This is an optimization exercise on Yosys and OpenROAD, whose aim is small area, a short achievable clock period and few clock cycles per item, not a production implementation. Function was checked by simulation only, so behaviour that the tests miss may differ from the original.

## flow/run.sh

```bash
#!/bin/bash
# synth_recipe.tcl (not shown) runs the flow's synth.tcl, then flattens the netlist and writes it again
# the make line also repeats each setting of config.mk as NAME=value (left out here)
make -C /OpenROAD-flow-scripts/flow DESIGN_CONFIG=/design/flow/config.mk WORK_HOME=/design/flow/orfs CLKGATE_MAP_FILE= SYNTH_SCRIPT=/design/flow/synth_recipe.tcl finish
```

## flow/config.mk

```make
export PLATFORM = sky130hd
export DESIGN_NAME = iir_biquad_sched
export DESIGN_NICKNAME = iir_biquad_sched
export VERILOG_FILES = /design/flow/design.v
export SDC_FILE = /design/flow/constraint.sdc
export NUM_CORES = 4
export LEC_CHECK = 0
export CAP_MARGIN = 20
export CORE_MARGIN = 2
export CORE_UTILIZATION = 40
export SLEW_MARGIN = 20
```

## flow/constraint.sdc

```tcl
create_clock -name core_clock -period 11.0 [get_ports {clk}]
set_input_delay 2.2000 -clock core_clock [delete_from_list [all_inputs] [get_ports {clk}]]
set_output_delay 2.2000 -clock core_clock [all_outputs]
set_load 0.01 [all_outputs]
```

## flow/design.v

```verilog
package iir_sched_pkg;
    localparam int unsigned DW_DEF    = 16;
    localparam int unsigned ACC_W_DEF = 36;
    localparam int unsigned NUM_TAPS  = 5;
    localparam logic [2:0] IDX_A0  = 3'd0;
    localparam logic [2:0] IDX_A1  = 3'd1;
    localparam logic [2:0] IDX_A2  = 3'd2;
    localparam logic [2:0] IDX_B1  = 3'd3;
    localparam logic [2:0] IDX_B2  = 3'd4;
    localparam logic [2:0] IDX_SHR = 3'd5;
    localparam logic [2:0] IDX_SHL = 3'd6;
    localparam logic [2:0] IDX_BAD = 3'd7;
    typedef enum logic [1:0] {
        StIdle,
        StMac,
        StWb,
        StDone
    } state_e;
endpackage
import iir_sched_pkg::*;
module iir_mac_unit
#(
    parameter int unsigned DW    = DW_DEF,
    parameter int unsigned ACC_W = ACC_W_DEF
) (
    input  logic                    clk,
    input  logic                    rst,
    input  logic                    en,
    input  logic                    clr,
    input  logic                    sub,
    input  logic signed [DW-1:0]    coef,
    input  logic signed [DW-1:0]    data,
    output logic signed [ACC_W-1:0] acc
);
    logic signed [2*DW-1:0]  prod;
    logic signed [ACC_W-1:0] prod_ext;
    logic signed [ACC_W-1:0] base;
    logic signed [ACC_W-1:0] acc_d;
    logic signed [ACC_W-1:0] acc_q;
    always_comb begin
        prod     = coef * data;
        prod_ext = prod;
        base     = clr ? '0 : acc_q;
        acc_d    = acc_q;
        if (en) begin
            acc_d = sub ? (base - prod_ext) : (base + prod_ext);
        end
    end
    always_ff @(posedge clk or negedge rst) begin
        if (!rst) begin
            acc_q <= '0;
        end else begin
            acc_q <= acc_d;
        end
    end
    assign acc = acc_q;
endmodule
import iir_sched_pkg::*;
module iir_biquad_sched
#(
    parameter int unsigned NSEC  = 4,
    parameter int unsigned DW    = DW_DEF,
    parameter int unsigned ACC_W = ACC_W_DEF
) (
    input  logic                 clk,
    input  logic                 rst,
    input  logic                 sample_valid,
    input  logic signed [DW-1:0] din,
    output logic signed [DW-1:0] dout,
    output logic                 dout_valid,
    output logic                 busy,
    output logic                 overrun,
    input  logic                 cfg_we,
    input  logic [5:0]           cfg_addr,
    input  logic [DW-1:0]        cfg_wdata,
    output logic                 cfg_err,
    input  logic                 hist_clr
);
    localparam logic [2:0] LAST_SEC = NSEC - 1;
    localparam logic [2:0] LAST_TAP = NUM_TAPS - 1;
    iir_sched_pkg::state_e state_q;
    iir_sched_pkg::state_e state_d;
    logic [2:0]           tap_q;
    logic [2:0]           sec_q;
    logic signed [DW-1:0] sec_in_q;
    logic signed [DW-1:0] dout_q;
    logic                 overrun_q;
    logic                 cfg_err_q;
    logic [NSEC-1:0][NUM_TAPS-1:0][DW-1:0] coef_q;
    logic [NSEC-1:0][4:0]                  shr_q;
    logic [NSEC-1:0][3:0]                  shl_q;
    logic [NSEC-1:0][DW-1:0]               x1_q;
    logic [NSEC-1:0][DW-1:0]               x2_q;
    logic [NSEC-1:0][DW-1:0]               y1_q;
    logic [NSEC-1:0][DW-1:0]               y2_q;
    logic [NUM_TAPS-1:0][DW-1:0] cur_coef;
    logic [4:0]           cur_shr;
    logic [3:0]           cur_shl;
    logic signed [DW-1:0] cur_x1, cur_x2, cur_y1, cur_y2;
    logic signed [DW-1:0]    mac_coef, mac_data;
    logic                    mac_en, mac_clr, mac_sub;
    logic signed [ACC_W-1:0] acc;
    logic signed [ACC_W-1:0] acc_sh;
    logic signed [DW-1:0]    y_wb, out_wb;
    logic [2:0] cfg_sec, cfg_idx;
    logic       cfg_bad, cfg_ok, last_sec, idle;
    assign idle     = (state_q == StIdle);
    assign cfg_sec  = cfg_addr[5:3];
    assign cfg_idx  = cfg_addr[2:0];
    assign cfg_bad  = !idle || ({29'd0, cfg_sec} >= NSEC) || (cfg_idx == IDX_BAD);
    assign cfg_ok   = cfg_we && !cfg_bad;
    assign last_sec = (sec_q == LAST_SEC);
    always_comb begin
        cur_coef = '0;
        cur_shr  = '0;
        cur_shl  = '0;
        cur_x1   = '0;
        cur_x2   = '0;
        cur_y1   = '0;
        cur_y2   = '0;
        for (int s = 0; s < NSEC; s++) begin
            if (sec_q == s) begin
                cur_coef = coef_q[s];
                cur_shr  = shr_q[s];
                cur_shl  = shl_q[s];
                cur_x1   = x1_q[s];
                cur_x2   = x2_q[s];
                cur_y1   = y1_q[s];
                cur_y2   = y2_q[s];
            end
        end
    end
    always_comb begin
        mac_coef = '0;
        mac_data = '0;
        case (tap_q)
            3'd0: begin mac_coef = cur_coef[0]; mac_data = sec_in_q; end
            3'd1: begin mac_coef = cur_coef[1]; mac_data = cur_x1;   end
            3'd2: begin mac_coef = cur_coef[2]; mac_data = cur_x2;   end
            3'd3: begin mac_coef = cur_coef[3]; mac_data = cur_y1;   end
            3'd4: begin mac_coef = cur_coef[4]; mac_data = cur_y2;   end
            default: ;
        endcase
        mac_en  = (state_q == StMac);
        mac_clr = (tap_q == 3'd0);
        mac_sub = (tap_q >= 3'd3);
    end
    iir_mac_unit #(
        .DW    (DW),
        .ACC_W (ACC_W)
    ) u_mac (
        .clk  (clk),
        .rst  (rst),
        .en   (mac_en),
        .clr  (mac_clr),
        .sub  (mac_sub),
        .coef (mac_coef),
        .data (mac_data),
        .acc  (acc)
    );
    assign acc_sh = acc >>> cur_shr;
    assign y_wb   = acc_sh[DW-1:0];
    assign out_wb = y_wb << cur_shl;
    always_comb begin
        state_d = state_q;
        unique case (state_q)
            StIdle: if (sample_valid) state_d = StMac;
            StMac:  if (tap_q == LAST_TAP) state_d = StWb;
            StWb:   state_d = last_sec ? StDone : StMac;
            StDone: state_d = StIdle;
        endcase
    end
    always_ff @(posedge clk or negedge rst) begin
        if (!rst) begin
            state_q   <= StIdle;
            tap_q     <= '0;
            sec_q     <= '0;
            sec_in_q  <= '0;
            dout_q    <= '0;
            overrun_q <= 1'b0;
            cfg_err_q <= 1'b0;
        end else begin
            state_q   <= state_d;
            overrun_q <= sample_valid && !idle;
            cfg_err_q <= cfg_we && cfg_bad;
            unique case (state_q)
                StIdle: begin
                    tap_q <= '0;
                    sec_q <= '0;
                    if (sample_valid) sec_in_q <= din;
                end
                StMac: tap_q <= (tap_q == LAST_TAP) ? 3'd0 : tap_q + 3'd1;
                StWb: begin
                    sec_in_q <= out_wb;
                    sec_q    <= sec_q + 3'd1;
                    if (last_sec) dout_q <= out_wb;
                end
                StDone: ;
            endcase
        end
    end
    always_ff @(posedge clk or negedge rst) begin
        if (!rst) begin
            coef_q <= '0;
            shr_q  <= '0;
            shl_q  <= '0;
        end else if (cfg_ok) begin
            for (int s = 0; s < NSEC; s++) begin
                if (cfg_sec == s) begin
                    if (cfg_idx == IDX_SHR) begin
                        shr_q[s] <= cfg_wdata[4:0];
                    end else if (cfg_idx == IDX_SHL) begin
                        shl_q[s] <= cfg_wdata[3:0];
                    end else begin
                        coef_q[s][cfg_idx] <= cfg_wdata;
                    end
                end
            end
        end
    end
    always_ff @(posedge clk or negedge rst) begin
        if (!rst) begin
            for (int s = 0; s < NSEC; s++) begin
                x1_q[s] <= '0;
                x2_q[s] <= '0;
                y1_q[s] <= '0;
                y2_q[s] <= '0;
            end
        end else if (idle && hist_clr) begin
            for (int s = 0; s < NSEC; s++) begin
                x1_q[s] <= '0;
                x2_q[s] <= '0;
                y1_q[s] <= '0;
                y2_q[s] <= '0;
            end
        end else if (state_q == StWb) begin
            for (int s = 0; s < NSEC; s++) begin
                if (sec_q == s) begin
                    x2_q[s] <= x1_q[s];
                    x1_q[s] <= sec_in_q;
                    y2_q[s] <= y1_q[s];
                    y1_q[s] <= y_wb;
                end
            end
        end
    end
    assign dout       = dout_q;
    assign dout_valid = (state_q == StDone);
    assign busy       = !idle;
    assign overrun    = overrun_q;
    assign cfg_err    = cfg_err_q;
endmodule
```

==> flow_summary.json <==
{
  "vias": 49650,
  "clk_pin_slew_ns": 0.06,
  "cts_tree": "built",
  "layoutNonFillerInstCount": 7617,
  "hold_viol": 0,
  "die_area_um2": 132000,
  "path_max_fanout": 65,
  "track_usage_pct": 30.61,
  "hp-class": "flip-flop to flip-flop",
  "start_kind": "flip-flop",
  "synth_cells": 5880,
  "clock_tree.root_cell": "clkbuf_16",
  "drive_gt1_share_pct": 12.29,
  "synthDominantCellAreaShare_pct": 33.44,
  "drtAntennaViolNets": 0,
  "synth_edf_count": 0,
  "peakVddDrop_uv": 377.1,
  "synth-async-reset-ratio_pct": 100.0,
  "r2r_start": "sec_q[1]$_DFFE_PN0P_",
  "timing.rr.end": "u_mac.acc_q[31]$_DFFE_PN0P_",
  "synth-seq-area-share_pct": 33.44,
  "drt_pass1_iterations": 7,
  "routed_wl_mm": 206.5,
  "maxCapViolations": 0,
  "arrival_ns": 11.18,
  "worstSetupPathType": "flip-flop to flip-flop",
  "htree_levels": 3,
  "crit_end": "u_mac.acc_q[31]$_DFFE_PN0P_",
  "syn_avg_cell_area_um2": 8.781,
  "dp_slack_ns": -0.1687,
  "start_util_pct": 40.39,
  "drt-wirelength-per-cell_um": 27.11,
  "grt_pass1_wl_mm": 310.9,
  "via_per_inst": 6.518,
  "grt_pass1_vias": 47960,
  "synth_nets": 6324,
  "cts.sink_count": 690,
  "max_slew_margin_pct": 19.68,
  "synthToLayoutAreaGrowth_pct": 13.77,
  "cts.path.max_buffers": 3,
  "cts_buffers": 84,
  "io_buffers": 62,
  "layout_min_cycle_time_ns": 10.63,
  "leakagePower_nw": 25.16,
  "ys_ff_latch": 690,
  "globalplace.congestion": 0.9787,
  "r2r_setup_slack_ns": 0.37,
  "insertion_delay_ns": 0.70,
  "grt_max_degree": 180,
  "synth.distinct_cells": 113,
  "yosys.area.top_type": "dfrtp_1",
  "ys.flop_type": "dfrtp_1",
  "netlist_top_cells_count": "765 x nand2_1, 690 x dfrtp_1, 392 x o21ai_0",
  "status": "no timing/DRC/antenna violations",
  "power_mw": 19.05,
  "crit_start": "sec_q[1]$_DFFE_PN0P_",
  "pin_count": 63,
  "synth.area.top_cells": "dfrtp_1 33%, fa_1 10%, nand2_1 5.6%",
  "yosysWarningCount": 2,
  "fillers": 12390,
  "dp.cells": 7433,
  "pwr_density_cell_nw_per_um2": 324.3,
  "worstMarginPinSlew_ns": 1.202,
  "core_um2": 127800,
  "die_w_um": 363.3,
  "drc": 0,
  "fin_crit_sh_pct": 96.65,
  "setup_viol": 0,
  "yosysMostFrequentCell": "nand2_1",
  "cp_data_required_time_ns": 11.54,
  "fmax_ghz": 0.09406,
  "row_count": 131,
  "nets": 6332,
  "syn_area_um2": 51630,
  "finalClockSkew_ns": 0.03385,
  "reg2regPathDepth": 46,
  "finalMaxSlewViolations": 0,
  "grt_overflow": 0,
  "drt_iter0_markers": 6877,
  "endpoint_kind": "flip-flop",
  "hold_path_depth": 1,
  "dpl.hpwl_mm": 139.0,
  "fp.dieH_um": 363.3,
  "crit_path_top_delay_cell": "fa_1",
  "critPathMaxStageDelay_ns": 0.54,
  "setup_ws_ns": 0.3689,
  "cpMostUsedCell": "fa_1",
  "antenna_found_initial": 3
}
## worst min-delay path by stage
stage | endpoint | startpoint | slack, ns
after floorplan | coef_q[32]$_DFFE_PN0P_ | coef_q[32]$_DFFE_PN0P_ | 0.45
after global routing | y2_q[53]$_DFFE_PN0P_ | y2_q[53]$_DFFE_PN0P_ | 0.51
after global placement | coef_q[299]$_DFFE_PN0P_ | coef_q[299]$_DFFE_PN0P_ | 0.46
after CTS | dout_q[6]$_DFFE_PN0P_ | dout_q[6]$_DFFE_PN0P_ | 0.49
after detailed placement | dout_q[6]$_DFFE_PN0P_ | dout_q[6]$_DFFE_PN0P_ | 0.47
final | dout_q[6]$_DFFE_PN0P_ | dout_q[6]$_DFFE_PN0P_ | 0.48
## final cells by class
| class | count | area, um^2 | area share [%] |
|---|---|---|---|
| clock buffer | 118 | 2461 | 4.189 |
| clock inverter | 34 | 399.1 | 0.6794 |
| antenna | 1 | 2.502 | 0.004260 |
| timing repair buffer | 402 | 3543 | 6.032 |
| sequential | 690 | 17270 | 29.40 |
| inverter | 347 | 1306 | 2.224 |
| multi-input combinational | 4363 | 31680 | 53.93 |
| tap | 1662 | 2079 | 3.540 |
## state kept, by name (all words and copies together) (netlist names), 20 cells and up, named ones only
register     cells
shr_q           20
y1_q            64
x2_q            64
u_mac.acc_q     36
coef_q         304
x1_q            64
y2_q            64
## report_power, final
group | switching [mW] | total [mW] | internal, mW
clock | 1.22 | 2.91 | 1.69
combinational | 7.30 | 12.7 | 5.43
sequential | 0.454 | 3.41 | 2.96
total | 8.98 | 19.0 | 10.1
## cells by family after synthesis
group / count (synthesis) / synth area share [%]
xor+xnor: 81 / 1.374
fa+ha+maj: 401 / 13.56
mux: 92 / 2.111
buf+inv: 827 / 6.400
flops: 690 / 33.44
simple gates: 1711 / 14.91
compound gates: 2078 / 28.21
## placed cells by master, fill, tap and decap left out, drive strengths merged, types with 25 or more instances in the layout
| cell type | instances |
|---|---|
| nand3 | 157 |
| nand2b | 65 |
| a211oi | 26 |
| dfrtp | 690 |
| xnor2 | 56 |
| a22o | 263 |
| o221ai | 80 |
| a22oi | 246 |
| nor3 | 67 |
| ha | 137 |
| inv | 351 |
| a221oi | 63 |
| fa | 264 |
| a221o | 47 |
| clkdlybuf4s50 | 59 |
| a21o | 40 |
| a31oi | 48 |
| mux2 | 56 |
| and2 | 58 |
| o22ai | 158 |
| mux2i | 29 |
| nand2 | 768 |
| nor2b | 96 |
| buf | 340 |
| a222oi | 25 |
| nor2 | 387 |
| o21a | 75 |
| a32oi | 77 |
| xor2 | 25 |
| clkbuf | 121 |
| o21ai | 410 |
| a21oi | 374 |
## worst max-delay path: cells and delay by family, from the launching register on
kind,cells,cell delay [ns]
xor+xnor,2,0.28
buf+inv,8,1.11
compound gates,17,2.89
mux,1,0.38
flops,1,0.41
fa+ha+maj,9,3.75
simple gates,9,1.59
## per-stage QoR
| stage | area (um^2) | util (%) | hold slack [ns] | setup TNS [ns] |
|---|---|---|---|---|
| 4_1_cts | 58110 | 45.45 | 0.4862 | 0 |
| 2_1_floorplan | 51640 | - | 0.4497 | 0 |
| 6_report | 58750 | 45.95 | 0.4828 | 0 |
| 3_5_place_dp | 55240 | 43.21 | 0.4650 | -0.4475 |
| 3_3_place_gp | 55230 | 43.20 | 0.4641 | -0.001867 |
| 5_1_grt | 58750 | 45.95 | 0.5090 | -0.4614 |
## metal layers
metal / routed length [um] / part of all wire (%) / global-route usage (%) / vias to the layer above
li1: - / - / - / 21340
met1: 83050 / 40 / 41.61 / 24560
met5: 0 / 0 / 0 / -
met2: 89850 / 44 / 46.25 / 3115
met4: 11220 / 5.4 / 13.73 / 0
met3: 22380 / 11 / 7.274 / 641
## timing repair
item,in CTS,in global routing
cloned,0,2
setup endpoints to repair,4,15
setup buffers,0,25
hold buffers,0,0
pin swaps,0,16
resized for setup,3,60
Testbench counts, summed over its fixed seeds: cycles 41,600, items 1,600.

port drivers added, routing unchanged:
The results above use ideal ports. As a check the final layout listed here was re-extracted and re-timed, cells and wires unchanged.
Step 1 assumes that a clkbuf_16 drives the clock port and a buf_2 every other input.
Step 2 adds t to the input delays and takes it off the output delays; t is the mean of the earliest and latest rising clock arrival at the registers after step 1. Input paths then give back, and output paths get back, about the clock's delay inside the block.
a / b / c = no drivers / after step 1 / after step 2; a / b = the first two.
t, ns: 0.767
slack for setup (ns): 0.369 / 0.369 / 0.369
clock arrival spread, ns: 0.042 / 0.042
slew at the worst register clock pin (ns): 0.07 / 0.07
worst slew at a driven data input, ns: 0.07
After both steps this run still meets setup and hold. For this run, drivers alone change the setup slack by 0.000 ns; drivers and shift together by 0.000 ns.
